Background: an optimization exercise with open tools, aiming at small area, a short achievable clock period and few clock cycles per item. Do not read the settings as production practice.
Only simulation tests tie the RTL to the original design; equivalence was not proved.
Power is estimated from default activity; no workload was simulated.

`design/flow/run.sh`:
```
#!/bin/bash
# synth_recipe.tcl (not shown) runs the flow's synth.tcl, then flattens the netlist and writes it again
# the make line also repeats each setting of config.mk as NAME=value (left out here)
make -C /OpenROAD-flow-scripts/flow DESIGN_CONFIG=/design/flow/config.mk WORK_HOME=/design/flow/orfs CLKGATE_MAP_FILE= SYNTH_SCRIPT=/design/flow/synth_recipe.tcl finish
```
`design/flow/config.mk`:
```
export PLATFORM = sky130hd
export DESIGN_NAME = mem_array_ctrl
export DESIGN_NICKNAME = mem_array_ctrl
export VERILOG_FILES = /design/flow/design.v
export SDC_FILE = /design/flow/constraint.sdc
export NUM_CORES = 4
export LEC_CHECK = 0
export CAP_MARGIN = 20
export CORE_MARGIN = 2
export CORE_UTILIZATION = 40
export SLEW_MARGIN = 20
```
`design/flow/constraint.sdc`:
```
create_clock -name core_clock -period 4.5 [get_ports {clk}]
set_input_delay 0.9000 -clock core_clock [delete_from_list [all_inputs] [get_ports {clk}]]
set_output_delay 0.9000 -clock core_clock [all_outputs]
set_load 0.01 [all_outputs]
```
`design/flow/design.v`:
```
module mem_array_ctrl #(
    parameter int DATA_W = 32,
    parameter int ADDR_W = 8,
    parameter int DEPTH  = 96,
    parameter int RD_LAT = 2
) (
    input  logic                clk,
    input  logic                rst_n,
    input  logic                clear,
    input  logic                req_valid,
    output logic                req_ready,
    input  logic                req_write,
    input  logic [ADDR_W-1:0]   req_addr,
    input  logic [DATA_W-1:0]   req_wdata,
    input  logic [DATA_W/8-1:0] req_be,
    output logic                rsp_valid,
    output logic [DATA_W-1:0]   rsp_rdata,
    output logic                rsp_err,
    output logic                busy
);
    localparam int NB = DATA_W / 8;
    localparam int CW = $clog2(DEPTH + 1);
    localparam int AI = (DEPTH > 1) ? $clog2(DEPTH) : 1;
    localparam logic [CW-1:0]   CLR_LAST = CW'(DEPTH - 1);
    localparam logic [ADDR_W:0] DEPTH_C  = (ADDR_W + 1)'(DEPTH);
    typedef enum logic {INIT, RUN} state_t;
    state_t            state, state_nxt;
    logic [CW-1:0]     clr_ptr;
    logic [DATA_W-1:0] mem [0:DEPTH-1];
    logic          accept, oor, wr_acc, rd_acc;
    logic [AI-1:0] req_idx, clr_idx;
    assign accept  = req_valid & req_ready;
    assign oor     = {1'b0, req_addr} >= DEPTH_C;
    assign wr_acc  = accept & req_write & ~oor & (|req_be);
    assign rd_acc  = accept & ~req_write;
    assign req_idx = AI'(req_addr);
    assign clr_idx = AI'(clr_ptr);
    always_ff @(posedge clk or negedge rst_n) begin
        if (!rst_n) begin
            state   <= INIT;
            clr_ptr <= '0;
        end else begin
            state <= state_nxt;
            if (state == INIT)
                clr_ptr <= (clr_ptr == CLR_LAST) ? '0 : clr_ptr + CW'(1);
            else
                clr_ptr <= '0;
        end
    end
    always_comb begin
        state_nxt = state;
        busy      = 1'b0;
        req_ready = 1'b0;
        case (state)
            INIT: begin
                busy = 1'b1;
                if (clr_ptr == CLR_LAST)
                    state_nxt = RUN;
            end
            RUN: begin
                req_ready = 1'b1;
                if (clear)
                    state_nxt = INIT;
            end
            default: state_nxt = INIT;
        endcase
    end
    always_ff @(posedge clk) begin
        if (state == INIT) begin
            mem[clr_idx] <= '0;
        end else if (wr_acc) begin
            for (int i = 0; i < NB; i++)
                if (req_be[i])
                    mem[req_idx][8*i +: 8] <= req_wdata[8*i +: 8];
        end
    end
    logic              vld_p0, err_p0;
    logic [DATA_W-1:0] data_p0;
    always_ff @(posedge clk or negedge rst_n) begin
        if (!rst_n) begin
            vld_p0  <= 1'b0;
            err_p0  <= 1'b0;
            data_p0 <= '0;
        end else begin
            vld_p0 <= rd_acc;
            err_p0 <= rd_acc & oor;
            if (rd_acc)
                data_p0 <= oor ? '0 : mem[req_idx];
        end
    end
    generate
        if (RD_LAT == 2) begin : g_lat2
            logic              vld_p1, err_p1;
            logic [DATA_W-1:0] data_p1;
            always_ff @(posedge clk or negedge rst_n) begin
                if (!rst_n) begin
                    vld_p1  <= 1'b0;
                    err_p1  <= 1'b0;
                    data_p1 <= '0;
                end else begin
                    vld_p1 <= vld_p0;
                    err_p1 <= err_p0;
                    if (vld_p0)
                        data_p1 <= data_p0;
                end
            end
            assign rsp_valid = vld_p1;
            assign rsp_err   = err_p1;
            assign rsp_rdata = data_p1;
        end else begin : g_lat1
            assign rsp_valid = vld_p0;
            assign rsp_err   = err_p0;
            assign rsp_rdata = data_p0;
        end
    endgenerate
endmodule
```
==> run notes <==
LAYOUT
--------------------------------------------------------------------------------
Fraction of final layout cells with drive strength greater than 1 .       0.3122
Final net count ...................................................         6602
Commonest non-fill, non-tap cell in the layout .................... sky130_fd_sc_hd__edfxtp_1
Leading cell types in the layout, fill and taps excluded .......... 3072 x sky130_fd_sc_hd__edfxtp_1, 685 x sky130_fd_sc_hd__mux4_2, 652 x sky130_fd_sc_hd__buf_4
Final Instance Area ...............................................  143000 um^2
Synthesis-to-layout area growth ...................................       16.80%
Number of cells in the finished layout apart from fillers .........        10890

DRT
--------------------------------------------------------------------------------
Total Routed Length ...............................................    332100 um
Drt drc ...........................................................            0
Routed via count ..................................................        62740
Number of antenna-violating nets in the routed design .............            0
Count of TritonRoute iterations in the first routing pass .........            5
Post-detailed-route wirelength per cell ...........................     30.49 um
First DRT Iteration DRCs ..........................................         8068
Routed via count divided by cell count ............................        5.760

GLOBAL ROUTING
--------------------------------------------------------------------------------
Vias in the first global route ....................................        62740
Initial antenna violation count ...................................           19
Total routing usage reported by global routing ....................       0.2121
Wire length of the first global-routing pass ......................    472000 um
Layer carrying the most global-route usage ........................         met2
Residual overflow from global routing .............................            0
Met2 usage in global routing ......................................       0.3358
Largest net degree at the start of global routing .................           97
Met3 track utilization from global routing ........................      0.03620
Met1 routing resource usage after global routing ..................       0.3009

SYNTHESIS
--------------------------------------------------------------------------------
Simple-Gate Fraction of Synth Area ................................      0.02784
YS warnings .......................................................            1
Mapped Nets .......................................................         5866
Async set or reset register ratio after synthesis .................      0.02414
Compound-Gate Fraction of Synth Area ..............................      0.03176
Number of cells produced by synthesis .............................         5816
Number of enable-type register cells in the synthesized netlist ...         3072
Proportion of synthesized chip area in sequential cells ...........       0.7690
Adder and majority gate portion of the synthesized area ...........    0.0001022
Largest family of logic cells by synthesized area ................. multiplexers
Netlist cell types ................................................           65
Cell area after technology mapping ................................  122400 um^2
Number of flip-flops and latches in the synthesized netlist .......         3148
Dominant register cell in the synthesized netlist ................. sky130_fd_sc_hd__edfxtp_1
Post-synthesis mux area share .....................................       0.1531
Xor and xnor area share after synthesis ...........................    0.0002146
Syn avg cell area .................................................   21.05 um^2

RUN
--------------------------------------------------------------------------------
Reported max-cap violation count ..................................            0

CRITICAL PATH
--------------------------------------------------------------------------------
Largest fanout on the critical path ...............................           12
Kind of critical path .............................................   reg -> out
Crit Reg-Reg Startpoint ...........................................        state
Crit. End Element ................................................. primary output
Kind of launch point of the worst setup path ......................         flop
Origin of the worst setup path ....................................        state
Worst path required time ..........................................      3600 ps
Arrival time of the worst setup path ..............................      2670 ps

CLOCKING
--------------------------------------------------------------------------------
Root cell of the clock tree ....................................... sky130_fd_sc_hd__clkbuf_16
TritonCTS buffer count ............................................          311
Longest Clk Path Bufs .............................................            4
Number of clock sinks .............................................         3148
Number of gates resized after cts .................................            0
CTS clk-pin slew, worst paths .....................................        60 ps
Number of setup buffers added after CTS ...........................            0
H-tree depth reported by CTS ......................................            5
Clk Latency, worst-skew pair ......................................       870 ps
Clock tree from TritonCTS .........................................          yes
Number of hold buffers added after cts ............................            0

FLOORPLANNING
--------------------------------------------------------------------------------
Io pins ...........................................................           85
Initial Utilization ...............................................       0.4010
Die width .........................................................     557.3 um
Core box area .....................................................  305300 um^2
Height of the die .................................................     557.3 um
Core Rows .........................................................          203
Die Footprint .....................................................  310500 um^2

STA
--------------------------------------------------------------------------------
Final Max Slew Viols ..............................................            0
Final Setup Violations ............................................            0
Final worst hold slack ............................................     131.1 ps
Max Fclk ..........................................................    279.9 MHz
Worst Max-Slew Pin Slew ...........................................      1130 ps
Post-Route Skew ...................................................     42.55 ps
Final worst path period share .....................................       0.7939
Min Tclk post-route ...............................................      3573 ps
RSZ-0062 raised after global routing ..............................           no
Worst slew margin relative to its limit ...........................       0.2442
Final-report hold violation count .................................            0
Min setup slack post-route ........................................     927.3 ps

PLACE
--------------------------------------------------------------------------------
Worst setup slack after placement .................................     62.01 ps
Detail Placement HPWL .............................................    211700 um
Number of cells in the design after placement .....................        10340
Post-placement cell area ..........................................  133200 um^2
Routability congestion estimate from global placement .............       0.8791
Count of input and output buffers .................................           84

PWR
--------------------------------------------------------------------------------
Static Leakage ....................................................   0.03800 uW
Ratio of total power to cell area ................................. 410.6 nW/um^2
Largest vdd supply drop ...........................................  0.0002798 V

WORST HOLD PATH
--------------------------------------------------------------------------------
Worst min-delay path class ........................................  in -> async

RUN STATUS
--------------------------------------------------------------------------------
Status ............................................................  timing/DRC/antenna clean

-- final timing paths --
kind,slack [ps],end,cells after the start
max in group asynchronous,3220,g_lat2.data_p1[14],2
worst min-delay path,130,data_p0[27],1
worst min register to register,490,data_p0[25],2
min in group core_clock,490,data_p0[25],2
worst max-delay path,930,busy,3
worst max register to register,1170,data_p0[7],8
-- final cells by class --
type,instances,area [um^2]
diodes,6,15.01
repair buffers,810,7247
flip-flops and latches,3148,94150
clock inverters,141,1421
fillers,25140,162300
well taps,4100,5130
clock buffers,407,8383
inverters,7,26.28
multi-input cells,2274,26630
-- routing by layer --
layer	routed length, um	up-vias
li1	-	25770
met1	136100	33480
met2	157400	3015
met3	27890	476
met4	10720	0
met5	0	-
-- stage by stage --
stage               utilization  TNS, ps  power [uW]
floorplan                     -        0       33220
global placement         0.4359   -28140       33830
detailed placement       0.4362        0       33840
CTS                      0.4683        0       59070
global route             0.4684        0       60190
finish                   0.4684        0       58710
-- cells by family (layout without fill, tap and decap cells) --
group / after synthesis / in the layout
flops: 3148 / 3148
mux: 998 / 998
simple gates: 732 / 732
compound gates: 540 / 540
buf+inv: 394 / 1365
xor+xnor: 3 / 3
fa+ha+maj: 1 / 1
other cells: 0 / 6
-- power by group --
group / internal (uW) / switching [uW] / total [uW]
sequential: 31700 / 0 / 31700
clock: 14700 / 10800 / 25500
combinational: 568 / 977 / 1540
-- cells in the mapped netlist, types with 27 or more instances --
cell type                     n  area, um^2
sky130_fd_sc_hd__edfxtp_1  3072       92250
sky130_fd_sc_hd__mux4_2     685       15430
sky130_fd_sc_hd__nor2_1     349        1310
sky130_fd_sc_hd__mux2i_1    164        1642
sky130_fd_sc_hd__clkbuf_1   158       593.1
sky130_fd_sc_hd__mux2_2     149        1678
sky130_fd_sc_hd__a22oi_1    131       983.4
sky130_fd_sc_hd__buf_2      121       605.6
sky130_fd_sc_hd__nor3_1      93       465.5
sky130_fd_sc_hd__nand2_1     87       326.6
sky130_fd_sc_hd__o22ai_1     85       531.8
sky130_fd_sc_hd__a21oi_1     78       390.4
sky130_fd_sc_hd__dfrtp_1     76        1902
sky130_fd_sc_hd__a22o_1      44       385.4
sky130_fd_sc_hd__a221oi_1    40       350.3
sky130_fd_sc_hd__and2_1      37       231.5
sky130_fd_sc_hd__o21ai_0     36       180.2
sky130_fd_sc_hd__buf_4       33       247.7
sky130_fd_sc_hd__buf_6       31       349.1
sky130_fd_sc_hd__nor2b_1     31       193.9
sky130_fd_sc_hd__a31oi_1     29       181.4
sky130_fd_sc_hd__buf_1       28       105.1
sky130_fd_sc_hd__a211oi_1    27       202.7
sky130_fd_sc_hd__nand4_1     27       168.9
sky130_fd_sc_hd__nor4_1      27       168.9
-- critical path, stage by stage, from the launching register on --
cell and delay, ps:
sky130_fd_sc_hd__dfrtp_1 380, sky130_fd_sc_hd__buf_4 210, sky130_fd_sc_hd__inv_1 540, sky130_fd_sc_hd__clkdlybuf4s50_1 660
-- flip-flops by register name (all words and copies together) (netlist names) --
| register | flops |
|---|---|
| vld_p0 | 1 |
| err_p0 | 1 |
| state | 1 |
| g_lat2.vld_p1 | 1 |
| g_lat2.err_p1 | 1 |
| mem | 3072 |
| g_lat2.data_p1 | 32 |
| data_p0 | 32 |
| clr_ptr | 7 |
Testbench counts, summed over its fixed seeds: cycles 20,518, items 16,000.

separate check: timing with driven ports:
Ports are ideal in the flow. The routed layout listed here was re-timed in OpenROAD. Step 1 (the two cells are an assumption about what drives the block):
set clk [get_ports {clk}]
set_driving_cell -lib_cell sky130_fd_sc_hd__clkbuf_16 $clk
set_driving_cell -lib_cell sky130_fd_sc_hd__buf_2 [delete_from_list [all_inputs] $clk]
Step 2 moves the port delays by t, midway between the first and last clock arrival at a register: inputs arrive t later, outputs are due t later. That takes back most of the time a late clock gives input paths. Three values: ideal, step 1, step 2; two values: the first two.
t, ns: 0.938
setup slack, ns: 0.927 / 0.842 / 0.061
worst hold slack (ns): 0.131 / 0.077 / 0.485
latest minus earliest clock arrival (ns): 0.051 / 0.051
After both steps setup and hold are still met in this run. The setup slack of this run moves by -0.085 ns with the drivers and by -0.866 ns with both steps.
